From an optimization exercise on the open Yosys and OpenROAD flow, aimed at a short achievable clock period and few clock cycles per item; shortcuts taken in it are not production practice.
The RTL was checked by simulation tests, not by an equivalence proof against the original design.
In every run shown here, the design's own scripts or RTL, not TritonCTS, make the clock network.
The clock input has no modelled driver; a real chip could not lean on it and would need a root buffer or a full tree.
Power and IR drop assume default switching activity.

**config.mk**
```make
export PLATFORM = sky130hd
export DESIGN_NAME = fpMulInputStage
export DESIGN_NICKNAME = fpMulInputStage
export VERILOG_FILES = /design/flow/design.v
export SDC_FILE = /design/flow/constraint.sdc
export NUM_CORES = 4
export LEC_CHECK = 0
export CAP_MARGIN = 20
export CORE_AREA = 10 10 410 410
export DIE_AREA = 0 0 420 420
export SETUP_SLACK_MARGIN = 1.6
export SLEW_MARGIN = 20
export TNS_END_PERCENT = 30
```
**design.v**
```verilog
package fpMulPkg;
    localparam int OP_W       = 256;
    localparam int LANES      = 16;    
    localparam int FP32_LANES = 4;     
    localparam int EXP16_W = 5;
    localparam int MAN16_W = 10;
    localparam int HALF_W  = 1 + EXP16_W + MAN16_W;
    localparam int EXP32_W  = 8;
    localparam int MAN32_W  = 23;
    localparam int SINGLE_W = 1 + EXP32_W + MAN32_W;
    localparam int SLICE_W  = 13;      
    localparam int EXPSUM_W = 10;      
    localparam int SUB_PER_LANE = LANES / FP32_LANES;
    localparam int HALF_SLOTS   = OP_W / HALF_W;
    localparam int SINGLE_SLOTS = OP_W / SINGLE_W;
    localparam logic [EXPSUM_W-1:0] OFS_HH = 10'd26;   
    localparam logic [EXPSUM_W-1:0] OFS_HL = 10'd13;   
    localparam logic [EXPSUM_W-1:0] OFS_LL = 10'd0;    
    localparam logic [1:0] MODE_FP16 = 2'b00;
    localparam logic [1:0] MODE_FP32 = 2'b01;
    localparam logic [1:0] MODE_RSVD = 2'b10;    
    localparam logic [1:0] MODE_ZERO = 2'b11;
    typedef union packed {
        logic [HALF_SLOTS-1:0][HALF_W-1:0]     half;
        logic [SINGLE_SLOTS-1:0][SINGLE_W-1:0] single;
    } operandWord_t;
endpackage
`timescale 1ns/1ps
import fpMulPkg::*;
module ksAdd #(parameter int W = 5, parameter int LV = 3)
(
    input  logic [W-1:0] i_x,
    input  logic [W-1:0] i_y,
    input  logic         i_cin,
    output logic [W-1:0] o_sum,
    output logic         o_cout
);
    logic [LV:0][W-1:0] g;
    logic [LV:0][W-1:0] p;
    logic [W-1:0]       h;
    assign h    = i_x ^ i_y;
    assign g[0] = (i_x & i_y) | {{(W-1){1'b0}}, h[0] & i_cin};
    assign p[0] = {h[W-1:1], 1'b0};
    for (genvar l = 0; l < LV; l++) begin : gLevel
        for (genvar i = 0; i < W; i++) begin : gBit
            if (i >= (1 << l)) begin : gCombine
                assign g[l+1][i] = g[l][i] | (p[l][i] & g[l][i - (1 << l)]);
                assign p[l+1][i] = p[l][i] & p[l][i - (1 << l)];
            end else begin : gPass
                assign g[l+1][i] = g[l][i];
                assign p[l+1][i] = p[l][i];
            end
        end
    end
    assign o_sum  = h ^ {g[LV][W-2:0], i_cin};
    assign o_cout = g[LV][W-1];
endmodule
module signExpPath
(
    input  logic [OP_W-1:0]                      i_opA,
    input  logic [OP_W-1:0]                      i_opB,
    output logic [LANES-1:0][1:0]                o_nz16,     
    output logic [LANES-1:0]                     o_sign16,
    output logic [LANES-1:0][3:0]                o_lo16,     
    output logic [LANES-1:0][1:0][2:0]           o_hi16,     
    output logic [FP32_LANES-1:0][1:0][1:0]      o_nz32,     
    output logic [FP32_LANES-1:0]                o_sign32,
    output logic [FP32_LANES-1:0][2:0][4:0]      o_s0_32,    
    output logic [FP32_LANES-1:0][2:0][1:0][3:0] o_s1_32,    
    output logic [FP32_LANES-1:0][2:0][1:0][2:0] o_s2_32     
);
    for (genvar s = 0; s < LANES; s++) begin : gHalf
        logic [4:0] ea;
        logic [4:0] eb;
        assign ea = i_opA[16*s+10 +: 5];
        assign eb = i_opB[16*s+10 +: 5];
        assign o_nz16[s]   = {|i_opA[16*s +: 15], |i_opB[16*s +: 15]};
        assign o_sign16[s] = i_opA[16*s+15] ^ i_opB[16*s+15];
        ksAdd #(.W(3), .LV(2)) uLo (
            .i_x (ea[2:0]), .i_y (eb[2:0]), .i_cin (1'b0),
            .o_sum (o_lo16[s][2:0]), .o_cout (o_lo16[s][3])
        );
        for (genvar c = 0; c < 2; c++) begin : gHi
            logic unused;
            ksAdd #(.W(3), .LV(2)) uHi (
                .i_x ({1'b0, ea[4:3]}), .i_y ({1'b0, eb[4:3]}), .i_cin (c == 1),
                .o_sum (o_hi16[s][c]), .o_cout (unused)
            );
        end
    end
    for (genvar j = 0; j < FP32_LANES; j++) begin : gSingle
        assign o_nz32[j]   = {|i_opA[32*j+16 +: 15], |i_opA[32*j +: 16],
                              |i_opB[32*j+16 +: 15], |i_opB[32*j +: 16]};
        assign o_sign32[j] = i_opA[32*j+31] ^ i_opB[32*j+31];
        logic [EXPSUM_W-1:0] ea;
        logic [EXPSUM_W-1:0] eb;
        assign ea = EXPSUM_W'(i_opA[32*j+23 +: 8]);
        assign eb = EXPSUM_W'(i_opB[32*j+23 +: 8]);
        for (genvar o = 0; o < 3; o++) begin : gOfs
            localparam logic [EXPSUM_W-1:0] OFS = (o == 0) ? OFS_LL : (o == 1) ? OFS_HL : OFS_HH;
            logic [EXPSUM_W-1:0] csS;
            logic [EXPSUM_W-1:0] csC;
            assign csS = ea ^ eb ^ OFS;
            assign csC = {(ea[EXPSUM_W-2:0] & eb[EXPSUM_W-2:0]) |
                          (ea[EXPSUM_W-2:0] & OFS[EXPSUM_W-2:0]) |
                          (eb[EXPSUM_W-2:0] & OFS[EXPSUM_W-2:0]), 1'b0};
            ksAdd #(.W(4), .LV(2)) uS0 (
                .i_x (csS[3:0]), .i_y (csC[3:0]), .i_cin (1'b0),
                .o_sum (o_s0_32[j][o][3:0]), .o_cout (o_s0_32[j][o][4])
            );
            for (genvar c = 0; c < 2; c++) begin : gCin
                logic unused;
                ksAdd #(.W(3), .LV(2)) uS1 (
                    .i_x (csS[6:4]), .i_y (csC[6:4]), .i_cin (c == 1),
                    .o_sum (o_s1_32[j][o][c][2:0]), .o_cout (o_s1_32[j][o][c][3])
                );
                ksAdd #(.W(3), .LV(2)) uS2 (
                    .i_x (csS[9:7]), .i_y (csC[9:7]), .i_cin (c == 1),
                    .o_sum (o_s2_32[j][o][c]), .o_cout (unused)
                );
            end
        end
    end
endmodule
`timescale 1ns/1ps
import fpMulPkg::*;
module mantissaPath
(
    input  logic [OP_W-1:0]               i_opA,
    input  logic [OP_W-1:0]               i_opB,
    input  logic [1:0]                    i_mode,
    output logic [LANES-1:0][SLICE_W-1:0] o_manA,
    output logic [LANES-1:0][SLICE_W-1:0] o_manB
);
    logic m16;
    logic m32;
    assign m16 = (i_mode == MODE_FP16);
    assign m32 = (i_mode == MODE_FP32);
    for (genvar s = 0; s < LANES; s++) begin : gLane
        localparam int J = s / SUB_PER_LANE;
        localparam int K = s % SUB_PER_LANE;
        logic [SLICE_W-1:0] halfA;
        logic [SLICE_W-1:0] halfB;
        logic [SLICE_W-1:0] sglA;
        logic [SLICE_W-1:0] sglB;
        assign halfA = {2'b00, |i_opA[16*s+10 +: 5], i_opA[16*s +: 10]};
        assign halfB = {2'b00, |i_opB[16*s+10 +: 5], i_opB[16*s +: 10]};
        assign sglA  = (K < 2) ? {2'b00, |i_opA[32*J+23 +: 8], i_opA[32*J+13 +: 10]}
                               : i_opA[32*J +: 13];
        assign sglB  = (K % 2 == 0) ? {2'b00, |i_opB[32*J+23 +: 8], i_opB[32*J+13 +: 10]}
                                    : i_opB[32*J +: 13];
        assign o_manA[s] = ({SLICE_W{m16}} & halfA) | ({SLICE_W{m32}} & sglA);
        assign o_manB[s] = ({SLICE_W{m16}} & halfB) | ({SLICE_W{m32}} & sglB);
    end
endmodule
`timescale 1ns/1ps
import fpMulPkg::*;
module laneOutputStage
(
    input  logic                                 clk,
    input  logic                                 rstn,
    input  logic                                 i_valid,
    output logic                                 o_inReady,
    input  logic                                 i_outReady,
    output logic                                 o_valid,
    input  logic [1:0]                           i_mode,
    input  logic [LANES-1:0][1:0]                i_nz16,
    input  logic [LANES-1:0]                     i_sign16,
    input  logic [LANES-1:0][3:0]                i_lo16,
    input  logic [LANES-1:0][1:0][2:0]           i_hi16,
    input  logic [FP32_LANES-1:0][1:0][1:0]      i_nz32,
    input  logic [FP32_LANES-1:0]                i_sign32,
    input  logic [FP32_LANES-1:0][2:0][4:0]      i_s0_32,
    input  logic [FP32_LANES-1:0][2:0][1:0][3:0] i_s1_32,
    input  logic [FP32_LANES-1:0][2:0][1:0][2:0] i_s2_32,
    input  logic [LANES-1:0][SLICE_W-1:0]        i_manA,
    input  logic [LANES-1:0][SLICE_W-1:0]        i_manB,
    output logic [LANES-1:0]                     o_sign,
    output logic [LANES-1:0][EXPSUM_W-1:0]       o_exp,
    output logic [LANES-1:0][SLICE_W-1:0]        o_manA,
    output logic [LANES-1:0][SLICE_W-1:0]        o_manB,
    output logic [1:0]                           o_mode
);
    logic                                 pValid;
    logic [1:0]                           pMode;
    logic [LANES-1:0][1:0]                pNz16;
    logic [LANES-1:0]                     pSign16;
    logic [LANES-1:0][3:0]                pLo16;
    logic [LANES-1:0][1:0][2:0]           pHi16;
    logic [FP32_LANES-1:0][1:0][1:0]      pNz32;
    logic [FP32_LANES-1:0]                pSign32;
    logic [FP32_LANES-1:0][2:0][4:0]      pS0_32;
    logic [FP32_LANES-1:0][2:0][1:0][3:0] pS1_32;
    logic [FP32_LANES-1:0][2:0][1:0][2:0] pS2_32;
    logic [LANES-1:0][SLICE_W-1:0]        pManA;
    logic [LANES-1:0][SLICE_W-1:0]        pManB;
    logic outAdv;
    logic pAdv;
    logic pValidNext;
    logic oValidNext;
    logic bothFull;     
    logic pFree;        
    logic oFree;        
    assign o_inReady  = !bothFull || i_outReady;
    assign pAdv       = pFree || i_outReady;
    assign outAdv     = oFree || i_outReady;       
    assign pValidNext = (!pValid || !o_valid || i_outReady) ? i_valid : pValid;
    assign oValidNext = (!o_valid || i_outReady) ? pValid : o_valid;
    always_ff @(posedge clk or negedge rstn) begin
        if (!rstn) begin
            pValid   <= 1'b0;
            o_valid  <= 1'b0;
            bothFull <= 1'b0;
            pFree    <= 1'b1;
            oFree    <= 1'b1;
        end else begin
            pValid   <= pValidNext;
            o_valid  <= oValidNext;
            bothFull <= pValidNext && oValidNext;
            pFree    <= !(pValidNext && oValidNext);
            oFree    <= !oValidNext;
        end
    end
    always_ff @(posedge clk) begin
        if (pAdv) begin
            pMode   <= i_mode;
            pNz16   <= i_nz16;
            pSign16 <= i_sign16;
            pLo16   <= i_lo16;
            pHi16   <= i_hi16;
            pNz32   <= i_nz32;
            pSign32 <= i_sign32;
            pS0_32  <= i_s0_32;
            pS1_32  <= i_s1_32;
            pS2_32  <= i_s2_32;
            pManA   <= i_manA;
            pManB   <= i_manB;
        end
    end
    logic                  m16;
    logic                  m32;
    logic [LANES-1:0]      live16;
    logic [FP32_LANES-1:0] live32;
    assign m16 = (pMode == MODE_FP16);
    assign m32 = (pMode == MODE_FP32);
    for (genvar s = 0; s < LANES; s++) begin : gLive16
        assign live16[s] = m16 && pNz16[s][1] && pNz16[s][0];
    end
    for (genvar j = 0; j < FP32_LANES; j++) begin : gLive32
        assign live32[j] = m32 && (pNz32[j][1][1] || pNz32[j][1][0]) &&
                                  (pNz32[j][0][1] || pNz32[j][0][0]);
    end
    logic [LANES-1:0]               nextSign;
    logic [LANES-1:0][EXPSUM_W-1:0] nextExp;
    for (genvar s = 0; s < LANES; s++) begin : gLane
        localparam int J = s / SUB_PER_LANE;
        localparam int K = s % SUB_PER_LANE;
        localparam int O = (K == 0) ? 2 : (K == 3) ? 0 : 1;
        logic                c4;
        logic                c7;
        logic [5:0]          sum16;
        logic [EXPSUM_W-1:0] sum32;
        assign sum16 = {pHi16[s][pLo16[s][3]], pLo16[s][2:0]};
        assign c4    = pS0_32[J][O][4];
        assign c7    = pS1_32[J][O][c4][3];
        assign sum32 = {pS2_32[J][O][c7], pS1_32[J][O][c4][2:0], pS0_32[J][O][3:0]};
        assign nextSign[s] = (live16[s] && pSign16[s]) || (live32[J] && pSign32[J]);
        assign nextExp[s]  = ({EXPSUM_W{live16[s]}} & EXPSUM_W'(sum16)) |
                             ({EXPSUM_W{live32[J]}} & sum32);
    end
    always_ff @(posedge clk or negedge rstn) begin
        if (!rstn) begin
            o_sign <= '0;
            o_exp  <= '0;
            o_manA <= '0;
            o_manB <= '0;
            o_mode <= '0;
        end else if (outAdv) begin
            o_sign <= nextSign;
            o_exp  <= nextExp;
            o_manA <= pManA;
            o_manB <= pManB;
            o_mode <= pMode;
        end
    end
endmodule
`timescale 1ns/1ps
import fpMulPkg::*;
module fpMulInputStage
(
    input  logic                           clk,
    input  logic                           rstn,
    input  logic                           i_valid,
    output logic                           o_inReady,
    input  logic [OP_W-1:0]                i_opA,
    input  logic [OP_W-1:0]                i_opB,
    input  logic [1:0]                     i_mode,
    output logic                           o_valid,
    input  logic                           i_outReady,
    output logic [LANES-1:0]               o_sign,
    output logic [LANES-1:0][EXPSUM_W-1:0] o_exp,
    output logic [LANES-1:0][SLICE_W-1:0]  o_manA,
    output logic [LANES-1:0][SLICE_W-1:0]  o_manB,
    output logic [1:0]                     o_mode
);
    logic [LANES-1:0][1:0]                    nz16;
    logic [LANES-1:0]                         sign16;
    logic [LANES-1:0][3:0]                    lo16;
    logic [LANES-1:0][1:0][2:0]               hi16;
    logic [FP32_LANES-1:0][1:0][1:0]          nz32;
    logic [FP32_LANES-1:0]                    sign32;
    logic [FP32_LANES-1:0][2:0][4:0]          s0_32;
    logic [FP32_LANES-1:0][2:0][1:0][3:0]     s1_32;
    logic [FP32_LANES-1:0][2:0][1:0][2:0]     s2_32;
    logic [LANES-1:0][SLICE_W-1:0]            laneManA;
    logic [LANES-1:0][SLICE_W-1:0]            laneManB;
    signExpPath uSignExp (
        .i_opA    (i_opA),
        .i_opB    (i_opB),
        .o_nz16   (nz16),
        .o_sign16 (sign16),
        .o_lo16   (lo16),
        .o_hi16   (hi16),
        .o_nz32   (nz32),
        .o_sign32 (sign32),
        .o_s0_32  (s0_32),
        .o_s1_32  (s1_32),
        .o_s2_32  (s2_32)
    );
    mantissaPath uMantissa (
        .i_opA  (i_opA),
        .i_opB  (i_opB),
        .i_mode (i_mode),
        .o_manA (laneManA),
        .o_manB (laneManB)
    );
    laneOutputStage uOutStage (
        .clk        (clk),
        .rstn       (rstn),
        .i_valid    (i_valid),
        .o_inReady  (o_inReady),
        .i_outReady (i_outReady),
        .o_valid    (o_valid),
        .i_mode     (i_mode),
        .i_nz16     (nz16),
        .i_sign16   (sign16),
        .i_lo16     (lo16),
        .i_hi16     (hi16),
        .i_nz32     (nz32),
        .i_sign32   (sign32),
        .i_s0_32    (s0_32),
        .i_s1_32    (s1_32),
        .i_s2_32    (s2_32),
        .i_manA     (laneManA),
        .i_manB     (laneManB),
        .o_sign     (o_sign),
        .o_exp      (o_exp),
        .o_manA     (o_manA),
        .o_manB     (o_manB),
        .o_mode     (o_mode)
    );
endmodule
```
**flow/run.sh**
```bash
#!/bin/bash
# Standard synthesis, floorplan and placement; then the standard CTS step with
# a hook (flow/mct.tcl) that swaps the port delay cells for plain buffers and
# builds a two-level clock tree in place of TritonCTS; then the standard
# routing and finish. Each make step writes its own log under orfs/logs.
set -euo pipefail
bash standard.sh synth > flow_synth.log 2>&1
bash standard.sh floorplan place > flow_place.log 2>&1
bash standard.sh PRE_CTS_TCL="$PWD/flow/mct.tcl" cts > flow_cts.log 2>&1
bash standard.sh finish > flow_finish.log 2>&1
```
**standard.sh**
```bash
#!/bin/bash
# synth_recipe.tcl (not shown) runs the flow's synth.tcl, then flattens the netlist and writes it again
# the make line also repeats each setting of config.mk as NAME=value (left out here)
make -C /OpenROAD-flow-scripts/flow DESIGN_CONFIG=/design/flow/config.mk WORK_HOME=/design/flow/orfs CLKGATE_MAP_FILE= SYNTH_SCRIPT=/design/flow/synth_recipe.tcl "${@:-finish}"
```
**flow/mct.tcl**
```tcl
# Hook sourced by ORFS cts.tcl before its clock tree synthesis (PRE_CTS_TCL).
#
# 1. The port buffers that buffer_ports inserted as delay cells (clkdlybuf4s*)
#    become plain buffers of the same footprint, which timing repair may resize.
# 2. clock_tree_synthesis is replaced by a two-level tree built here: the clock
#    port feeds four root buffers and each root feeds the leaf buffers of its
#    part of the die; each leaf buffer drives one cluster of at most 20
#    flip-flop clock pins, found by recursive bisection of the sink positions.
#    All flip-flops sit at the same depth (two clkbuf_16) from the clock port.

proc ct_bisect {pts maxn} {
  if {[llength $pts] <= $maxn} { return [list $pts] }
  set xs {}; set ys {}
  foreach p $pts { lappend xs [lindex $p 1]; lappend ys [lindex $p 2] }
  set xs [lsort -integer $xs]; set ys [lsort -integer $ys]
  set dx [expr {[lindex $xs end] - [lindex $xs 0]}]
  set dy [expr {[lindex $ys end] - [lindex $ys 0]}]
  set k [expr {$dx >= $dy ? 1 : 2}]
  set s [lsort -integer -index $k $pts]
  set h [expr {[llength $s] / 2}]
  return [concat [ct_bisect [lrange $s 0 [expr {$h - 1}]] $maxn] [ct_bisect [lrange $s $h end] $maxn]]
}

proc ct_centroid {pts} {
  set sx 0; set sy 0
  foreach p $pts { set sx [expr {$sx + [lindex $p 1]}]; set sy [expr {$sy + [lindex $p 2]}] }
  set n [llength $pts]
  return [list [expr {$sx / $n}] [expr {$sy / $n}]]
}

proc ct_build {clkport maxsink nroot bufname} {
  set block [ord::get_db_block]
  set db [ord::get_db]
  set master [$db findMaster $bufname]
  set clknet [[$block findBTerm $clkport] getNet]
  # sinks: every instance pin on the clock net
  set sinks {}
  foreach it [$clknet getITerms] {
    set inst [$it getInst]
    set bb [$inst getBBox]
    set x [expr {([$bb xMin] + [$bb xMax]) / 2}]
    set y [expr {([$bb yMin] + [$bb yMax]) / 2}]
    lappend sinks [list $it $x $y]
  }
  puts "clock sinks: [llength $sinks]"
  set clusters [ct_bisect $sinks $maxsink]
  puts "leaf clusters: [llength $clusters]"
  # leaves: one buffer per cluster
  set leaves {}
  set i 0
  foreach c $clusters {
    set xy [ct_centroid $c]
    set inst [odb::dbInst_create $block $master "ctleaf_$i"]
    set net [odb::dbNet_create $block "ctleaf_net_$i"]
    $net setSigType CLOCK
    foreach p $c {
      set it [lindex $p 0]
      $it disconnect
      $it connect $net
    }
    [$inst findITerm X] connect $net
    $inst setLocation [expr {[lindex $xy 0] - [$master getWidth] / 2}] [lindex $xy 1]
    $inst setPlacementStatus PLACED
    lappend leaves [list $inst [lindex $xy 0] [lindex $xy 1]]
    incr i
  }
  # roots: bisect the leaves into nroot groups
  set groups [ct_bisect $leaves [expr {int(ceil(double([llength $leaves]) / $nroot))}]]
  set r 0
  foreach g $groups {
    set xy [ct_centroid $g]
    set inst [odb::dbInst_create $block $master "ctroot_$r"]
    set net [odb::dbNet_create $block "ctroot_net_$r"]
    $net setSigType CLOCK
    foreach p $g { [[lindex $p 0] findITerm A] connect $net }
    [$inst findITerm X] connect $net
    [$inst findITerm A] connect $clknet
    $inst setLocation [expr {[lindex $xy 0] - [$master getWidth] / 2}] [lindex $xy 1]
    $inst setPlacementStatus PLACED
    incr r
  }
  puts "root buffers: $r"
}

proc ct_swap_port_buffers {} {
  set buf [[ord::get_db] findMaster sky130_fd_sc_hd__buf_4]
  set n 0
  foreach inst [[ord::get_db_block] getInsts] {
    set name [$inst getName]
    if {([string match input* $name] || [string match output* $name]) &&
        [string match sky130_fd_sc_hd__clkdlybuf4s* [[$inst getMaster] getName]]} {
      $inst swapMaster $buf
      incr n
    }
  }
  puts "swapped $n port buffers to [$buf getName]"
}

ct_swap_port_buffers

rename clock_tree_synthesis ct_orig_clock_tree_synthesis
proc clock_tree_synthesis {args} {
  ct_build clk 20 4 sky130_fd_sc_hd__clkbuf_16
  set_propagated_clock [all_clocks]
}
```
**constraint.sdc**
```tcl
create_clock -name core_clock -period 3.2 [get_ports {clk}]
set_input_delay 0.6400 -clock core_clock [delete_from_list [all_inputs] [get_ports {clk}]]
set_output_delay 0.6400 -clock core_clock [all_outputs]
set_load 0.01 [all_outputs]
```
==> impl_summary.txt, run 1 <==
----------------------------------------------------
[STA]
  Fin. max-slew vios ... 0
  Post-Route Skew ... 0.0266 ns
  Final critical-path setup slack ... 1.34 ns
  Achievable frequency ... 539 MHz
  Slew headroom ... 25.6%
  Fin crit period ... 1.86 ns
  Setup repair after global routing missed its margin ... yes
  Count of final hold-check violations ... 0
  Actual slew at the worst max-slew pin ... 1.11 ns
  Final-report setup violation count ... 0
  Fraction of the cycle the final worst path needs ... 58.0%

[Run status]
  Outcome ... no timing/DRC/antenna violations

[Finish]
  Number of nets in the layout ... 7311
  Post-route cell area ... 0.0789 sq mm
  Ratio of cells with drive above 1 in the final layout ... 32.1%
  Fin util ... 49.7%
  Most common cell after layout, fill and taps aside ... sky130_fd_sc_hd__nand2_1
  Commonest cells after routing, fill and taps aside ... sky130_fd_sc_hd__nand2_1 (1280), sky130_fd_sc_hd__buf_4 (1014), sky130_fd_sc_hd__edfxtp_1 (742)
  Syn-to-layout area delta ... 35.6%
  Non-filler cells, final ... 8606
  Fillers ... 14600
  Area of the multi-input gates ... 0.0222 sq mm
  Storage element area ... 0.0357 sq mm

[Worst setup path]
  Worst stage delay on the critical path ... 0.52 ns
  Worst-path maximum fanout ... 2
  Data arrival time at the worst-slack endpoint ... 1.22 ns
  Crit path kind ... reg -> out
  Startpoint type of the worst setup path ... flip-flop
  Cell family contributing the most delay on the critical path ... flip-flops
  Number of buffers and inverters on the critical path ... 1
  Required arrival time at the worst endpoint ... 2.56 ns
  Ordered list of cells on the worst path ... buf_6
  Critical path capture point type ... output port
  CP max-delay cell ... sky130_fd_sc_hd__dfrtp_2

[Run]
  Number of max-cap violations ... 0

[Floorplan]
  DIE WIDTH ... 420 um
  Number of placement rows ... 146
  Total I/O pin count ... 1114
  Area inside the core boundary ... 0.159 sq mm
  Total die area ... 0.176 sq mm
  Die height ... 420 um
  Effective utilization at floorplan ... 36.7%

[Clocking]
  Hold_buf cts ... 0
  Clock latency (worst-skew pair) ... 0.52 ns
  Clock slew at the register clock pins of the worst setup and hold paths ... 0.09 ns

[Placed design]
  Final RePlAce weighted congestion ... 0.959
  DP Wirelength ... 205000 um
  Place WS ... 0.0549 ns
  Number of buffers inserted by port buffering ... 1081
  Post-Place Cell Area ... 0.0722 sq mm
  Dpl cells ... 8199

[Drt]
  Wire length reported by the detailed router ... 271000 um
  Number of violations reported at the end of detailed-routing iteration 0 ... 4650
  Number of nets still failing antenna checks after routing ... 0
  Via count normalized by instance count ... 5.31
  TritonRoute pass-1 iters ... 6
  Total number of vias ... 45700
  Count of unresolved DRC violations after routing ... 0
  Average routed wire per standard cell ... 31.5 um

[Power and ir drop]
  Tot Pwr ... 40.8 mW
  Pwr Density ... 517 mW/mm^2
  VDD IR-drop max ... 0.522 mV
  Static Leak ... 36.0 nW

[Synthesis]
  Warnings, synthesis ... 1
  Number of flops mapped to enable cells by yosys ... 742
  Count of distinct cell types in the synthesized netlist ... 54
  Synthesized instance count ... 5152
  Synthesized flop and latch total ... 1277
  Top_reg_cell synth ... sky130_fd_sc_hd__edfxtp_1
  Average cell area after synthesis ... 11.3 sq um
  Synth Cell Area ... 0.0582 sq mm
  Portion of the post-synthesis area used by sequential elements ... 61.3%
  Fraction of synthesis flops using an asynchronous set or reset pin ... 41.9%

[Global route]
  Overall overflow remaining after global route ... 0
  Maximum number of pins on one net before global-route repair ... 105
  Via count of the first global-routing pass ... 44400
  Global-route total usage across every layer ... 29.0%
  First-pass GRT wire length ... 363000 um
  Number of antenna violations at the first check in global routing ... 39

[Hold path]
  Worst min-delay path category ... in -> async

----------------------------------------------------
==> routing by layer <==
layer | share of wire, % | vias up | global-route usage, %
li1 | - | 20000 | -
met2 | 48 | 1933 | 48.0
met1 | 40 | 23400 | 37.7
met5 | 0 | - | 0
met3 | 6.9 | 366 | 4.60
met4 | 4.9 | 0 | 12.3
==> power by group <==
| part | switching [mW] | internal, mW | total (mW) | leakage, nW |
|---|---|---|---|---|
| registers | 1.39 | 19.9 | 21.3 | 14.5 |
| clock network | 5.37 | 3.75 | 9.11 | 0.838 |
| logic | 5.66 | 4.76 | 10.4 | 20.7 |
==> worst paths after layout <==
kind	from	endpoint	slack, ns	cells after the start
setup reg to reg	uOutStage.pMode[1]	uOutStage.o_exp[14]	1.40	6
setup / recovery	uOutStage.o_manB[110]	o_manB[110]	1.34	1
min in group core_clock	i_valid	uOutStage.pValid	0.34	2
hold reg to reg	uOutStage.pValid	uOutStage.oFree	0.43	1
hold / removal	rstn	uOutStage.o_manA[157]	0.13	1
max in group asynchronous	rstn	uOutStage.o_exp[146]	2.15	2
==> cell usage after synthesis, types with 37 or more instances <==
cell type | n | area share (%)
sky130_fd_sc_hd__a21o_1 | 37 | 0.48
sky130_fd_sc_hd__a21oi_1 | 458 | 3.9
sky130_fd_sc_hd__a221o_1 | 54 | 0.93
sky130_fd_sc_hd__buf_2 | 88 | 0.76
sky130_fd_sc_hd__buf_4 | 74 | 0.95
sky130_fd_sc_hd__clkbuf_1 | 142 | 0.92
sky130_fd_sc_hd__dfrtp_1 | 533 | 23
sky130_fd_sc_hd__edfxtp_1 | 742 | 38
sky130_fd_sc_hd__fa_1 | 88 | 3.0
sky130_fd_sc_hd__ha_1 | 204 | 4.4
sky130_fd_sc_hd__inv_1 | 301 | 1.9
sky130_fd_sc_hd__mux2_2 | 50 | 0.97
sky130_fd_sc_hd__mux2i_1 | 82 | 1.4
sky130_fd_sc_hd__nand2_1 | 1339 | 8.6
sky130_fd_sc_hd__nand2b_1 | 330 | 3.5
sky130_fd_sc_hd__nor2_1 | 114 | 0.74
sky130_fd_sc_hd__nor3_1 | 48 | 0.41
sky130_fd_sc_hd__nor4_1 | 77 | 0.83
sky130_fd_sc_hd__o21ai_1 | 37 | 0.32
sky130_fd_sc_hd__or4_1 | 37 | 0.48
sky130_fd_sc_hd__xor2_1 | 52 | 0.78
==> flip-flops by register name, summed over array words and instances (netlist names), 2 cells and up <==
signal and flops:
uOutStage.o_mode 2, uOutStage.pMode 2, uOutStage.pHi16 96, uOutStage.pManA 184, uOutStage.o_manB 184, uOutStage.o_manA 184, uOutStage.pS1_32 84, uOutStage.pS0_32 56
uOutStage.pS2_32 16, uOutStage.pManB 184, uOutStage.pLo16 64, uOutStage.o_sign 16, uOutStage.pNz32 8, uOutStage.pNz16 32, uOutStage.pSign16 16, uOutStage.o_exp 144
==> repair_timing <==
action	CTS	global route
pin swaps	180	99
gates resized for setup	632	392
gates cloned	45	6
endpoints found under the setup margin	1935	1733
buffers inserted	128	125
==> layout make-up <==
type	instances	area share, %
tap	2072	3.28
buffer	68	2.16
inverter	301	1.45
sequential	1277	45.3
multi-input combinational	3297	28.1
timing repair buffer	1556	19.6
antenna	35	0.111
==> metrics by stage <==
step / hold WS, ns / TNS (ns)
after floorplan: 0.344 / -2416.88
after global placement: 0.425 / -0.128
after detailed placement: 0.428 / 0
after CTS: 0.144 / 0
after global routing: 0.170 / 0
final: 0.128 / 0
==> logic make-up after synthesis <==
| family | count (synthesis) | synth area share (%) |
|---|---|---|
| buffers and inverters | 614 | 4.65 |
| adder cells (fa/ha/maj) | 292 | 7.41 |
| AND/OR/NAND/NOR | 2103 | 16.6 |
| flip-flops | 1277 | 61.3 |
| AO/OA/AOI/OAI | 665 | 6.67 |
| multiplexers | 132 | 2.38 |
| other | 1 | 0.00644 |
| XOR/XNOR | 68 | 1.02 |
Testbench counts, summed over its fixed seeds: cycles 16,016, items 16,000.
==> inputs of run 2 (changes only) <==
--- a/config.mk
+++ b/config.mk
@@ -9,5 +9,5 @@
 export CORE_AREA = 10 10 410 410
 export DIE_AREA = 0 0 420 420
-export SETUP_SLACK_MARGIN = 1.6
+export SETUP_SLACK_MARGIN = 2.0
 export SLEW_MARGIN = 20
 export TNS_END_PERCENT = 30
==> impl_summary.txt, run 2 <==
----------------------------------------------------
[Worst setup path]
  Reg2reg start ... uOutStage.pMode[1]
  Crit path kind ... reg -> reg
  CP max-delay cell ... sky130_fd_sc_hd__edfxtp_1
  Ordered list of cells on the worst path ... buf_6 -> buf_12 -> nor4bb_4 -> buf_6 -> buf_6 -> a21oi_4 -> a21oi_2
  Worst stage delay on the critical path ... 0.52 ns (about the same)
  Number of buffers and inverters on the critical path ... 4 (+3)
  Worst R2R Path Depth ... 7 (+1)
  Critical path capture point type ... flip-flop
  Internal reg-to-reg setup slack ... 1.35 ns (-0.05 ns)
  Cell repeated most along the worst path ... sky130_fd_sc_hd__buf_6
  Required arrival time at the worst endpoint ... 3.66 ns (+1.10 ns)
  Capture instance of the worst register-to-register path ... uOutStage.o_exp[24]
  Data arrival time at the worst-slack endpoint ... 2.31 ns (+1.09 ns)
  Worst-path maximum fanout ... 7 (+5)
  Startpoint type of the worst setup path ... flip-flop
  Cell family contributing the most delay on the critical path ... buffers and inverters

[STA]
  Worst Hold Slack ... 0.131 ns (+0.00305 ns)
  Actual slew at the worst max-slew pin ... 1.12 ns (+0.0193 ns)
  Fin crit period ... 1.85 ns (-0.00762 ns)
  Fraction of the cycle the final worst path needs ... 57.8% (-0.24 points)
  Count of final hold-check violations ... 0 (unchanged)
  Sum of negative setup slack ... 0 ns (unchanged)
  Post-Route Skew ... 0.0275 ns (+0.000861 ns)
  Slew headroom ... 24.4% (-1.2 points)
  Final-report setup violation count ... 0 (unchanged)
  Setup repair after global routing missed its margin ... yes
  Fin. max-slew vios ... 0 (unchanged)
  Final critical-path setup slack ... 1.35 ns (+0.00762 ns)
  Achievable frequency ... 541 MHz (+0.41%)

[Synthesis]
  Fraction of synthesis flops using an asynchronous set or reset pin ... 41.9% (unchanged)
  Cells taking the most area after synthesis ... sky130_fd_sc_hd__edfxtp_1 (38%), sky130_fd_sc_hd__dfrtp_1 (23%), sky130_fd_sc_hd__nand2_1 (8.6%)
  Synthesized instance count ... 5152 (unchanged)
  Average cell area after synthesis ... 11.3 sq um (unchanged)
  Synth Cell Area ... 0.0582 sq mm (unchanged)
  Simple logic cell fraction of the synthesized area ... 16.6% (unchanged)
  Top_reg_cell synth ... sky130_fd_sc_hd__edfxtp_1
  Area share of the largest cell type after synthesis ... 38.3% (unchanged)
  Portion of the post-synthesis area used by sequential elements ... 61.3% (unchanged)
  Warnings, synthesis ... 1 (unchanged)
  Fraction of synthesized cell area in xor and xnor cells ... 1.02% (unchanged)
  Mux share of post-synthesis cell area ... 2.38% (unchanged)
  Commonest cells in the netlist ... sky130_fd_sc_hd__nand2_1 (1339), sky130_fd_sc_hd__edfxtp_1 (742), sky130_fd_sc_hd__dfrtp_1 (533)
  Dominant cell type by area after synthesis ... sky130_fd_sc_hd__edfxtp_1
  Count of distinct cell types in the synthesized netlist ... 54 (unchanged)
  Largest family of logic cells by synthesized area ... simple AND/OR/NAND/NOR gates
  Number of flops mapped to enable cells by yosys ... 742 (unchanged)
  Complex-gate fraction of the synthesized area ... 6.67% (unchanged)
  Synthesized flop and latch total ... 1277 (unchanged)
  Most repeated cell in the gate-level netlist after synthesis ... sky130_fd_sc_hd__nand2_1
  Arithmetic-cell share of the synthesized area counting full adders, half adders and majority gates ... 7.41% (unchanged)

[Global route]
  Via count of the first global-routing pass ... 46700 (+5.1%)
  Global-route total usage across every layer ... 31.2% (+2.2 points)
  Maximum number of pins on one net before global-route repair ... 100 (-4.8%)
  First-pass GRT wire length ... 388000 um (+6.7%)
  Overall overflow remaining after global route ... 0 (unchanged)
  Number of antenna violations at the first check in global routing ... 45 (+15%)
  Global-route track usage on met3 ... 5.54% (+0.94 points)
  GR met2 Demand/Resource ... 50.8% (+2.8 points)
  Peak-usage layer in the global routing report ... met2
  Global Route met1 Usage ... 39.7% (+2.0 points)

[Power and ir drop]
  VDD IR-drop max ... 0.537 mV (+2.9%)
  Int Power ... 29.4 mW (+3.6%)
  Net switching power of the design ... 13.2 mW (+6.3%)
  Pwr Density ... 499 mW/mm^2 (-3.4%)
  Static Leak ... 39.0 nW (+8.2%)
  Clock share of power ... 21.5% (-0.8 points)
  Combinational share of power ... 28.3% (+2.8 points)
  Sequential group share of total power ... 50.1% (-2.0 points)
  Switching part of the total power ... 31.0% (+0.55 points)

[Floorplan]
  Total die area ... 0.176 sq mm (unchanged)
  Area inside the core boundary ... 0.159 sq mm (unchanged)
  Effective utilization at floorplan ... 36.7% (unchanged)
  Die height ... 420 um (unchanged)
  Total I/O pin count ... 1114 (unchanged)
  Number of placement rows ... 146 (unchanged)
  DIE WIDTH ... 420 um (unchanged)

[Placed design]
  Final RePlAce weighted congestion ... 0.959 (unchanged)
  Number of buffers inserted by port buffering ... 1081 (unchanged)
  Dpl cells ... 8199 (unchanged)
  DP Wirelength ... 205000 um (unchanged)
  Place WS ... 0.0549 ns (unchanged)

[Finish]
  Most common cell after layout, fill and taps aside ... sky130_fd_sc_hd__nand2_1
  Fillers ... 13800 (-5.3%)
  Non-filler cells, final ... 8855 (+2.9%)
  Ratio of cells with drive above 1 in the final layout ... 39.2% (+7.0 points)
  Syn-to-layout area delta ... 46.7%
  Number of nets in the layout ... 7559 (+3.4%)
  Commonest cells after routing, fill and taps aside ... sky130_fd_sc_hd__nand2_1 (1067), sky130_fd_sc_hd__buf_4 (1025), sky130_fd_sc_hd__edfxtp_1 (742)
  Fin util ... 53.8% (+4.1 points)

[Run status]
  Outcome ... no timing/DRC/antenna violations

[Clocking]
  Clock slew at the register clock pins of the worst setup and hold paths ... 0.09 ns (about the same)
  Hold_buf cts ... 0 (unchanged)
  Clock latency (worst-skew pair) ... 0.53 ns (about the same)

[Drt]
  Via count normalized by instance count ... 5.48 (+3.1%)
  Number of violations reported at the end of detailed-routing iteration 0 ... 5714 (+23%)
  TritonRoute pass-1 iters ... 6 (unchanged)
  Total number of vias ... 48500 (+6.1%)
  Average routed wire per standard cell ... 33.3 um (+5.7%)
  Count of unresolved DRC violations after routing ... 0 (unchanged)
  Wire length reported by the detailed router ... 295000 um (+8.8%)
  Number of nets still failing antenna checks after routing ... 0 (unchanged)

[Run]
  Number of max-cap violations ... 0 (unchanged)

[Hold path]
  Worst min-delay path category ... in -> async

----------------------------------------------------
## run 2: worst max path at each step
stage,startpoint,endpoint,cells past startpoint
floorplan,i_outReady,uOutStage.pHi16[0],1
global placement,i_opB[244],uOutStage.pNz16[30],3
detailed placement,i_opA[73],uOutStage.pNz32[10],4
CTS,uOutStage.o_manB[110],o_manB[110],1
global route,uOutStage.pMode[1],uOutStage.o_exp[132],6
finish,uOutStage.pMode[1],uOutStage.o_exp[24],7
## run 2: logic make-up after synthesis
logic type / after synthesis
adder cells (fa/ha/maj): 292
XOR/XNOR: 68
other: 1
buffers and inverters: 614
multiplexers: 132
AND/OR/NAND/NOR: 2103
AO/OA/AOI/OAI: 665
flip-flops: 1277
## run 2: routing by layer
metal  vias to the layer above  part of all wire, %
met3                       580                  8.0
met2                      2621                   47
met4                         6                  6.4
met1                     24700                   38
li1                      20600                    -
met5                         -                0.013
## run 2: timing repair
action / 4_1_cts / 5_1_grt
endpoints found under the setup margin: 2414 / 2189
resized for setup: 1102 / 624
buffers inserted: 234 / 161
pin swaps: 379 / 187
cloned: 129 / 28
## run 2: worst reg2reg max path: stages, from the launching register on
cell                       delay, ns
sky130_fd_sc_hd__edfxtp_1       0.52
sky130_fd_sc_hd__buf_6          0.17
sky130_fd_sc_hd__buf_12         0.14
sky130_fd_sc_hd__nor4bb_4       0.40
sky130_fd_sc_hd__buf_6          0.24
sky130_fd_sc_hd__buf_6          0.13
sky130_fd_sc_hd__a21oi_4        0.06
sky130_fd_sc_hd__a21oi_2        0.11
## run 2: cell type report
cell class / count / area [sq um] / area share, %
inverters: 301 / 1210 / 1.42
multi-input cells: 3297 / 23500 / 27.5
flip-flops and latches: 1277 / 35700 / 41.9
plain buffers: 68 / 1700 / 1.99
repair buffers: 1804 / 20500 / 24.0
diodes: 36 / 90.1 / 0.106
well taps: 2072 / 2590 / 3.04
## run 2: through the flow
step / power, mW / area (sq um)
global placement: 30.3 / 72100
finish: 42.6 / 85400
floorplan: 24.7 / 58300
global route: 43.9 / 85400
CTS: 41.4 / 81000
detailed placement: 30.4 / 72200
## run 2: power by group through the flow
stage               logic (mW)  registers (mW)  clock network, mW
floorplan                 3.24            21.5                  0
global placement          8.94            21.3                  0
detailed placement        9.01            21.4                  0
CTS                       11.0            21.2               9.23
global route              12.6            21.5               9.79
finish                    12.1            21.4               9.17
==> inputs of run 3 (changes only) <==
--- a/design.v
+++ b/design.v
@@ -60,4 +60,5 @@
     input  logic [OP_W-1:0]                      i_opA,
     input  logic [OP_W-1:0]                      i_opB,
+    input  logic [1:0]                           i_mode,
     output logic [LANES-1:0][1:0]                o_nz16,     
     output logic [LANES-1:0]                     o_sign16,
@@ -70,4 +71,8 @@
     output logic [FP32_LANES-1:0][2:0][1:0][2:0] o_s2_32     
 );
+    logic m16;
+    logic m32;
+    assign m16 = (i_mode == MODE_FP16);
+    assign m32 = (i_mode == MODE_FP32);
     for (genvar s = 0; s < LANES; s++) begin : gHalf
         logic [4:0] ea;
@@ -75,5 +80,5 @@
         assign ea = i_opA[16*s+10 +: 5];
         assign eb = i_opB[16*s+10 +: 5];
-        assign o_nz16[s]   = {|i_opA[16*s +: 15], |i_opB[16*s +: 15]};
+        assign o_nz16[s]   = {m16 && |i_opA[16*s +: 15], m16 && |i_opB[16*s +: 15]};
         assign o_sign16[s] = i_opA[16*s+15] ^ i_opB[16*s+15];
         ksAdd #(.W(3), .LV(2)) uLo (
@@ -90,6 +95,6 @@
     end
     for (genvar j = 0; j < FP32_LANES; j++) begin : gSingle
-        assign o_nz32[j]   = {|i_opA[32*j+16 +: 15], |i_opA[32*j +: 16],
-                              |i_opB[32*j+16 +: 15], |i_opB[32*j +: 16]};
+        assign o_nz32[j]   = {m32 && |i_opA[32*j+16 +: 15], m32 && |i_opA[32*j +: 16],
+                              m32 && |i_opB[32*j+16 +: 15], m32 && |i_opB[32*j +: 16]};
         assign o_sign32[j] = i_opA[32*j+31] ^ i_opB[32*j+31];
         logic [EXPSUM_W-1:0] ea;
@@ -238,16 +243,12 @@
         end
     end
-    logic                  m16;
-    logic                  m32;
     logic [LANES-1:0]      live16;
     logic [FP32_LANES-1:0] live32;
-    assign m16 = (pMode == MODE_FP16);
-    assign m32 = (pMode == MODE_FP32);
     for (genvar s = 0; s < LANES; s++) begin : gLive16
-        assign live16[s] = m16 && pNz16[s][1] && pNz16[s][0];
+        assign live16[s] = pNz16[s][1] && pNz16[s][0];
     end
     for (genvar j = 0; j < FP32_LANES; j++) begin : gLive32
-        assign live32[j] = m32 && (pNz32[j][1][1] || pNz32[j][1][0]) &&
-                                  (pNz32[j][0][1] || pNz32[j][0][0]);
+        assign live32[j] = (pNz32[j][1][1] || pNz32[j][1][0]) &&
+                           (pNz32[j][0][1] || pNz32[j][0][0]);
     end
     logic [LANES-1:0]               nextSign;
@@ -318,4 +319,5 @@
         .i_opA    (i_opA),
         .i_opB    (i_opB),
+        .i_mode   (i_mode),
         .o_nz16   (nz16),
         .o_sign16 (sign16),
--- a/config.mk
+++ b/config.mk
@@ -9,5 +9,5 @@
 export CORE_AREA = 10 10 410 410
 export DIE_AREA = 0 0 420 420
-export SETUP_SLACK_MARGIN = 2.0
+export SETUP_SLACK_MARGIN = 1.6
 export SLEW_MARGIN = 20
 export TNS_END_PERCENT = 30
==> impl_summary.txt, run 3 <==
----------------------------------------------------
[Run status]
  Outcome ... no timing/DRC/antenna violations

[STA]
  Sum of negative setup slack ... 0 ns (unchanged)
  Fin. max-slew vios ... 0 (unchanged)
  Worst Hold Slack ... 0.0738 ns (-0.0577 ns)
  Count of final hold-check violations ... 0 (unchanged)
  Post-Route Skew ... 0.0737 ns (+0.0462 ns)
  Achievable frequency ... 532 MHz (-1.7%)
  Setup repair after global routing missed its margin ... yes
  Fin crit period ... 1.88 ns (+0.0323 ns)
  Fraction of the cycle the final worst path needs ... 58.8% (+1.0 points)
  Final-report setup violation count ... 0 (unchanged)
  Actual slew at the worst max-slew pin ... 0.975 ns (-0.150 ns)
  Slew headroom ... 34.4% (+10 points)

[Worst setup path]
  Crit path kind ... reg -> out
  Worst-path maximum fanout ... 3 (-4)
  Cell family contributing the most delay on the critical path ... flip-flops
  Required arrival time at the worst endpoint ... 2.56 ns (-1.10 ns)
  Ordered list of cells on the worst path ... buf_6
  Startpoint type of the worst setup path ... flip-flop
  Worst R2R Path Depth ... 7 (unchanged)
  CP max-delay cell ... sky130_fd_sc_hd__dfrtp_2
  Worst stage delay on the critical path ... 0.52 ns (about the same)
  Data arrival time at the worst-slack endpoint ... 1.24 ns (-1.07 ns)
  Number of buffers and inverters on the critical path ... 1 (-3)
  Stages on worst setup path ... 1 (-6)
  Critical path capture point type ... output port

[Finish]
  Area of the multi-input gates ... 0.0209 sq mm (-11%)
  Storage element area ... 0.0359 sq mm (+0.57%)
  Most common cell after layout, fill and taps aside ... sky130_fd_sc_hd__nand2_1
  Syn-to-layout area delta ... 32.7%
  Ratio of cells with drive above 1 in the final layout ... 28.7% (-10 points)
  Fillers ... 14700 (+6.6%)
  Post-route cell area ... 0.0773 sq mm (-9.4%)
  Commonest cells after routing, fill and taps aside ... sky130_fd_sc_hd__nand2_1 (1338), sky130_fd_sc_hd__buf_4 (961), sky130_fd_sc_hd__edfxtp_1 (750)
  Non-filler cells, final ... 8510 (-3.9%)
  Number of nets in the layout ... 7223 (-4.4%)

[Global route]
  First-pass GRT wire length ... 355000 um (-8.3%)
  Via count of the first global-routing pass ... 44200 (-5.4%)
  Number of antenna violations at the first check in global routing ... 47 (+4.4%)
  Overall overflow remaining after global route ... 0 (unchanged)
  Global-route total usage across every layer ... 28.4% (-2.8 points)
  Maximum number of pins on one net before global-route repair ... 136 (+36%)

[Run]
  Number of max-cap violations ... 0 (unchanged)

[Clocking]
  Clock slew at the register clock pins of the worst setup and hold paths ... 0.09 ns (about the same)
  Hold_buf cts ... 0 (unchanged)
  Clock latency (worst-skew pair) ... 0.57 ns (+0.04 ns)

[Floorplan]
  DIE WIDTH ... 420 um (unchanged)
  Number of placement rows ... 146 (unchanged)
  Effective utilization at floorplan ... 36.7% (+0.042 points)
  Die height ... 420 um (unchanged)
  Total die area ... 0.176 sq mm (unchanged)
  Area inside the core boundary ... 0.159 sq mm (unchanged)
  Total I/O pin count ... 1114 (unchanged)

[Placed design]
  DP Wirelength ... 204000 um (-0.46%)
  Dpl cells ... 8172 (-0.33%)
  Number of buffers inserted by port buffering ... 1081 (unchanged)
  Final RePlAce weighted congestion ... 0.980 (+2.3%)
  Post-Place Cell Area ... 0.0721 sq mm (-0.10%)

[Synthesis]
  Most repeated cell in the gate-level netlist after synthesis ... sky130_fd_sc_hd__nand2_1
  Fraction of synthesis flops using an asynchronous set or reset pin ... 41.6% (-0.26 points)
  Cells taking the most area after synthesis ... sky130_fd_sc_hd__edfxtp_1 (39%), sky130_fd_sc_hd__dfrtp_1 (23%), sky130_fd_sc_hd__nand2_1 (8.8%)
  Area share of the largest cell type after synthesis ... 38.7% (+0.37 points)
  Fraction of synthesized cell area in xor and xnor cells ... 1.02% (-0.0012 points)
  Average cell area after synthesis ... 11.3 sq um (+0.46%)
  Warnings, synthesis ... 1 (unchanged)
  Simple logic cell fraction of the synthesized area ... 16.0% (-0.59 points)
  Complex-gate fraction of the synthesized area ... 6.85% (+0.18 points)
  Count of distinct cell types in the synthesized netlist ... 48 (-11%)
  Dominant cell type by area after synthesis ... sky130_fd_sc_hd__edfxtp_1
  Mux share of post-synthesis cell area ... 2.36% (-0.016 points)
  Number of flops mapped to enable cells by yosys ... 750 (+1.1%)
  Largest family of logic cells by synthesized area ... simple AND/OR/NAND/NOR gates
  Portion of the post-synthesis area used by sequential elements ... 61.6% (+0.34 points)
  Synthesized instance count ... 5134 (-0.35%)
  Synthesized flop and latch total ... 1285 (+0.63%)
  Top_reg_cell synth ... sky130_fd_sc_hd__edfxtp_1
  Commonest cells in the netlist ... sky130_fd_sc_hd__nand2_1 (1370), sky130_fd_sc_hd__edfxtp_1 (750), sky130_fd_sc_hd__dfrtp_1 (533)
  Arithmetic-cell share of the synthesized area counting full adders, half adders and majority gates ... 7.40% (-0.0084 points)
  Synth Cell Area ... 0.0583 sq mm (+0.11%)

[Power and ir drop]
  Static Leak ... 35.8 nW (-8.2%)
  Pwr Density ... 533 mW/mm^2 (+6.7%)
  VDD IR-drop max ... 0.488 mV (-9.1%)

[Drt]
  Total number of vias ... 45300 (-6.6%)
  Count of unresolved DRC violations after routing ... 0 (unchanged)
  Number of nets still failing antenna checks after routing ... 0 (unchanged)
  TritonRoute pass-1 iters ... 7 (+1)
  Number of violations reported at the end of detailed-routing iteration 0 ... 4887 (-14%)
  Average routed wire per standard cell ... 31.6 um (-5.2%)
  Wire length reported by the detailed router ... 269000 um (-8.9%)
  Via count normalized by instance count ... 5.33 (-2.8%)

[Hold path]
  Worst min-delay path category ... in -> async

----------------------------------------------------
-- run 3: cell count changes in the layout (fill, tap and decap cells not counted), moves of 64 or more --
| cell | before | now |
|---|---|---|
| sky130_fd_sc_hd__a21oi_2 | 70 | 6 |
| sky130_fd_sc_hd__nand2_2 | 193 | 19 |
| sky130_fd_sc_hd__nand2_1 | 1067 | 1338 |
| sky130_fd_sc_hd__nand2_4 | 77 | 13 |
| sky130_fd_sc_hd__buf_16 | 140 | 39 |
| sky130_fd_sc_hd__buf_4 | 1025 | 961 |
-- run 3: routing by layer --
layer | vias up | track usage [%] | share of wire [%]
li1 | 19800 | - | -
met1 | 23100 | 36.5 | 39
met2 | 2094 | 47.5 | 48
met3 | 382 | 5.04 | 7.7
met4 | 14 | 11.0 | 4.8
met5 | - | 0 | 0.033
-- run 3: worst register-to-register path, cell delays in order (launching register included) --
cell                      delay, ns
sky130_fd_sc_hd__dfstp_2       0.57
sky130_fd_sc_hd__buf_6         0.13
sky130_fd_sc_hd__nor2_4        0.08
sky130_fd_sc_hd__buf_8         0.15
sky130_fd_sc_hd__buf_12        0.13
sky130_fd_sc_hd__buf_16        0.16
sky130_fd_sc_hd__buf_12        0.14
sky130_fd_sc_hd__a221o_1       0.31
-- run 3: worst paths after layout --
kind / startpoint / end / slack [ns]
min reg2reg: uOutStage.pManA[146] / uOutStage.o_manA[146] / 0.41
max: uOutStage.o_manB[155] / o_manB[129] / 1.32
min in group core_clock: i_valid / uOutStage.pValid / 0.38
min: rstn / uOutStage.o_exp[148] / 0.07
max in group asynchronous: rstn / uOutStage.o_manB[143] / 2.14
max reg2reg: uOutStage.oFree / uOutStage.o_exp[110] / 1.45
-- run 3: kinds of logic (layout without fill, tap and decap cells) --
logic type | count (synthesis) | in the layout
flip-flops | 1285 | 1285
multiplexers | 132 | 132
AND/OR/NAND/NOR | 2081 | 2081
adder cells (fa/ha/maj) | 292 | 292
other | 1 | 59
AO/OA/AOI/OAI | 653 | 653
buffers and inverters | 622 | 1868
XOR/XNOR | 68 | 68
-- run 3: final cells by class --
class / instances / share of cell area, %
timing repair buffer: 1486 / 19.1
multi-input combinational: 3258 / 27.0
inverter: 309 / 1.54
antenna: 27 / 0.0874
sequential: 1285 / 46.5
buffer: 73 / 2.36
tap: 2072 / 3.35
-- run 3: per-stage QoR --
stage | setup slack [ns] | util [%] | power (mW)
after global routing | 1.32 | 48.7 | 42.7
after global placement | 0.265 | 45.4 | 30.7
final | 1.32 | 48.7 | 41.2
after floorplan | -3.41 | - | 25.0
after detailed placement | 0.253 | 45.4 | 30.8
after CTS | 1.32 | 46.3 | 40.2
-- run 3: repair_timing --
action,in CTS,in global routing
setup buffers,55,127
pin swaps,38,58
gates cloned,30,26
resized for setup,231,555
endpoints found under the setup margin,1476,1711
-- run 3: power by group --
part           switching (mW)  internal (mW)  total, mW
combinational            5.59           4.61       10.2
clock                    5.44           4.00       9.44
sequential               1.45           20.1       21.5
Testbench counts of run 3, summed over its fixed seeds: cycles 16,016, items 16,000.
==> inputs of run 4 (changes only) <==
==> flow/run.sh (replaced) <==
#!/bin/bash
# Standard synthesis, floorplan and placement; then the standard CTS step with
# a hook (flow/mct.tcl) that swaps the port delay cells for plain buffers and
# builds a two-level clock tree in place of TritonCTS, and a hook
# (flow/post.tcl) that upsizes the flip-flops driving output ports; then the standard
# routing and finish. Each make step writes its own log under orfs/logs.
set -euo pipefail
bash standard.sh synth > flow_synth.log 2>&1
bash standard.sh floorplan place > flow_place.log 2>&1
bash standard.sh PRE_CTS_TCL="$PWD/flow/mct.tcl" POST_CTS_TCL="$PWD/flow/post.tcl" cts > flow_cts.log 2>&1
bash standard.sh finish > flow_finish.log 2>&1
==> flow/post.tcl (new file) <==
# Hook sourced by ORFS cts.tcl after its timing repair (POST_CTS_TCL): the
# flip-flops that drive output-port buffers get the strongest drive of their
# own cell type (the long wire to the port buffer is their main load), then
# the placement is legalized again.
set n 0
foreach bt [[ord::get_db_block] getBTerms] {
  if {[$bt getIoType] ne "OUTPUT"} { continue }
  set net [$bt getNet]
  if {$net eq "NULL"} { continue }
  foreach it [$net getITerms] {
    if {![$it isOutputSignal]} { continue }
    set buf [$it getInst]
    set a [$buf findITerm A]
    if {$a eq "NULL"} { continue }
    set anet [$a getNet]
    foreach d [$anet getITerms] {
      if {![$d isOutputSignal]} { continue }
      set ff [$d getInst]
      set m [[$ff getMaster] getName]
      if {[regexp {^(sky130_fd_sc_hd__df[a-z]+)_[12]$} $m -> base]} {
        set big [[ord::get_db] findMaster ${base}_4]
        if {$big ne "NULL"} { $ff swapMaster $big; incr n }
      }
    }
  }
}
puts "upsized $n output flip-flops"
detailed_placement
check_placement -verbose
==> impl_summary.txt, run 4 <==
----------------------------------------------------
[Worst setup path]
  Reg2reg start ... uOutStage.pNz32[5]
  Timing startpoint of the critical path ... uOutStage.o_manB[155]
  Worst stage delay on the critical path ... 0.56 ns (+0.04 ns)
  Cell family contributing the most delay on the critical path ... flip-flops
  Crit path kind ... reg -> out
  Required arrival time at the worst endpoint ... 2.56 ns (about the same)
  Data arrival time at the worst-slack endpoint ... 1.28 ns (+0.04 ns)
  Worst-path maximum fanout ... 3 (unchanged)
  CP max-delay cell ... sky130_fd_sc_hd__dfrtp_4
  Ordered list of cells on the worst path ... buf_6
  Internal reg-to-reg setup slack ... 1.40 ns (-0.05 ns)
  Number of buffers and inverters on the critical path ... 1 (unchanged)
  Startpoint type of the worst setup path ... flip-flop
  Critical path capture point type ... output port

[Finish]
  Most common cell after layout, fill and taps aside ... sky130_fd_sc_hd__nand2_1
  Number of nets in the layout ... 7112 (-1.5%)
  Storage element area ... 0.0379 sq mm (+5.5%)
  Syn-to-layout area delta ... 33.9%
  Area of the multi-input gates ... 0.0204 sq mm (-2.3%)
  Non-filler cells, final ... 8398 (-1.3%)
  Commonest cells after routing, fill and taps aside ... sky130_fd_sc_hd__nand2_1 (1363), sky130_fd_sc_hd__buf_4 (758), sky130_fd_sc_hd__edfxtp_1 (750)
  Fillers ... 14600 (-0.58%)
  Ratio of cells with drive above 1 in the final layout ... 34.3% (+5.5 points)

[Synthesis]
  Count of distinct cell types in the synthesized netlist ... 48 (unchanged)
  Dominant cell type by area after synthesis ... sky130_fd_sc_hd__edfxtp_1
  Commonest cells in the netlist ... sky130_fd_sc_hd__nand2_1 (1370), sky130_fd_sc_hd__edfxtp_1 (750), sky130_fd_sc_hd__dfrtp_1 (533)
  Warnings, synthesis ... 1 (unchanged)
  Cells taking the most area after synthesis ... sky130_fd_sc_hd__edfxtp_1 (39%), sky130_fd_sc_hd__dfrtp_1 (23%), sky130_fd_sc_hd__nand2_1 (8.8%)
  Area share of the largest cell type after synthesis ... 38.7% (unchanged)
  Average cell area after synthesis ... 11.3 sq um (unchanged)
  Number of flops mapped to enable cells by yosys ... 750 (unchanged)
  Synthesized flop and latch total ... 1285 (unchanged)
  Fraction of synthesis flops using an asynchronous set or reset pin ... 41.6% (unchanged)
  Portion of the post-synthesis area used by sequential elements ... 61.6% (unchanged)
  Synthesized instance count ... 5134 (unchanged)
  Top_reg_cell synth ... sky130_fd_sc_hd__edfxtp_1
  Synth Cell Area ... 0.0583 sq mm (unchanged)
  Most repeated cell in the gate-level netlist after synthesis ... sky130_fd_sc_hd__nand2_1

[STA]
  Setup repair after global routing missed its margin ... yes
  Fin crit period ... 1.92 ns (+0.0399 ns)
  Fraction of the cycle the final worst path needs ... 60.0% (+1.2 points)
  Final-report setup violation count ... 0 (unchanged)
  Achievable frequency ... 521 MHz (-2.1%)
  Fin. max-slew vios ... 0 (unchanged)
  Worst Hold Slack ... 0.0761 ns (+0.00229 ns)
  Actual slew at the worst max-slew pin ... 0.991 ns (+0.0163 ns)
  Slew headroom ... 33.3% (-1.1 points)
  Post-Route Skew ... 0.0789 ns (+0.00521 ns)
  Sum of negative setup slack ... 0 ns (unchanged)
  Count of final hold-check violations ... 0 (unchanged)

[Placed design]
  Dpl cells ... 8172 (unchanged)
  Final RePlAce weighted congestion ... 0.980 (unchanged)
  DP Wirelength ... 204000 um (unchanged)
  Number of buffers inserted by port buffering ... 1081 (unchanged)

[Global route]
  Overall overflow remaining after global route ... 0 (unchanged)
  Global-route total usage across every layer ... 28.6% (+0.19 points)
  First-pass GRT wire length ... 358000 um (+0.77%)
  Maximum number of pins on one net before global-route repair ... 136 (unchanged)
  Via count of the first global-routing pass ... 44500 (+0.68%)
  Number of antenna violations at the first check in global routing ... 46 (-2.1%)

[Floorplan]
  Die height ... 420 um (unchanged)
  Total I/O pin count ... 1114 (unchanged)
  Area inside the core boundary ... 0.159 sq mm (unchanged)
  Number of placement rows ... 146 (unchanged)
  Total die area ... 0.176 sq mm (unchanged)
  Effective utilization at floorplan ... 36.7% (unchanged)
  DIE WIDTH ... 420 um (unchanged)

[Power and ir drop]
  VDD IR-drop max ... 0.508 mV (+4.1%)
  Net switching power of the design ... 12.4 mW (-0.75%)
  Combinational share of power ... 23.8% (-1.0 points)
  Pwr Density ... 532 mW/mm^2 (-0.11%)
  Clock share of power ... 22.8% (about the same)
  Static Leak ... 34.3 nW (-4.1%)
  Sequential group share of total power ... 53.4% (+1.1 points)
  Switching part of the total power ... 29.8% (-0.47 points)
  Int Power ... 29.1 mW (+1.5%)

[Drt]
  Total number of vias ... 44900 (-1.0%)
  Via count normalized by instance count ... 5.34 (+0.31%)
  Number of violations reported at the end of detailed-routing iteration 0 ... 4583 (-6.2%)
  Average routed wire per standard cell ... 31.7 um (+0.37%)
  Count of unresolved DRC violations after routing ... 0 (unchanged)
  Number of nets still failing antenna checks after routing ... 0 (unchanged)
  TritonRoute pass-1 iters ... 6 (-1)
  Wire length reported by the detailed router ... 266000 um (-0.95%)

[Run]
  Number of max-cap violations ... 0 (unchanged)

[Clocking]
  Clock latency (worst-skew pair) ... 0.57 ns (about the same)
  Clock slew at the register clock pins of the worst setup and hold paths ... 0.09 ns (about the same)

[Hold path]
  Worst min-delay path category ... in -> async

[Run status]
  Outcome ... no timing/DRC/antenna violations

----------------------------------------------------
## run 4: cell counts after synthesis
No cell type changed its count.
## run 4: kinds of logic (layout without fill, tap and decap cells)
logic type	count (synthesis)	count (layout)	share of synthesized area, %
fa+ha+maj	292	292	7.40
buf+inv	622	1757	4.75
mux	132	132	2.36
compound gates	653	653	6.85
flops	1285	1285	61.6
other cells	1	58	0.00644
xor+xnor	68	68	1.02
simple gates	2081	2081	16.0
## run 4: power groups by stage
stage	Clock [mW]	Combinational (mW)	Sequential, mW
after global placement	0	9.08	21.6
after floorplan	0	3.26	21.8
after detailed placement	0	9.15	21.7
final	9.47	9.87	22.2
after global routing	10.2	10.5	22.4
## run 4: path summary, 6_finish.rpt
kind | end | cells after the start
worst min-delay path | uOutStage.o_exp[148] | 1
max in group asynchronous | uOutStage.o_manB[143] | 3
worst max register to register | uOutStage.o_exp[73] | 3
min in group core_clock | uOutStage.pValid | 2
worst max-delay path | o_manB[129] | 1
worst min register to register | uOutStage.o_manA[146] | 2
## run 4: final cells by class
cell class | count | area share [%]
timing repair buffer | 1375 | 18.0
antenna | 26 | 0.0834
multi-input combinational | 3258 | 26.2
buffer | 73 | 2.34
inverter | 309 | 1.53
sequential | 1285 | 48.6
tap | 2072 | 3.32
## run 4: through the flow
stage | util [%] | area, sq um | total power [mW] | worst slack, ns
after floorplan | - | 58400 | 25.0 | -3.41
after global placement | 45.4 | 72100 | 30.7 | 0.265
after detailed placement | 45.4 | 72100 | 30.8 | 0.253
after global routing | 49.1 | 78000 | 43.0 | 1.27
final | 49.1 | 78000 | 41.5 | 1.28
## run 4: layer usage
layer  up-vias  track usage [%]  share of wire, %
li1      19500                -                 -
met1     23000             36.7                40
met2      1954             48.1                48
met3       380             5.08               7.4
met4        12             10.4               4.7
met5         -                0             0.033

-- static timing again, ports no longer ideal --
Ports are ideal in the flow. The routed layouts listed here were re-timed in OpenROAD. Step 1 assumes that a clkbuf_16 drives the clock port and a buf_2 every other input. Step 2 times the ports against the registers' clock, not the clock port: input delays grow and output delays shrink by t, the midpoint of the rising clock arrivals with the driver on. Three values: no drivers, after step 1, after step 2; two values: the first two.
run	shift t [ns]	setup WS [ns]	hold WS [ns]	latest minus earliest clock arrival (ns)	slew at the worst register clock pin (ns)
run 1	0.713	1.344 / 1.146 / 0.863	0.128 / -0.014 / 0.433	0.038 / 0.038	0.10 / 0.10
run 2	0.714	1.352 / 1.155 / 0.866	0.131 / -0.010 / 0.442	0.038 / 0.038	0.10 / 0.10
run 3	0.725	1.319 / 1.127 / 0.814	0.074 / -0.062 / 0.413	0.080 / 0.080	0.11 / 0.11
run 4	0.715	1.279 / 1.092 / 0.793	0.076 / -0.055 / 0.417	0.079 / 0.079	0.11 / 0.11
After both steps every run listed still meets setup and hold. For run 3, which loses most, drivers alone change the setup slack by -0.192 ns; drivers and shift together by -0.505 ns.
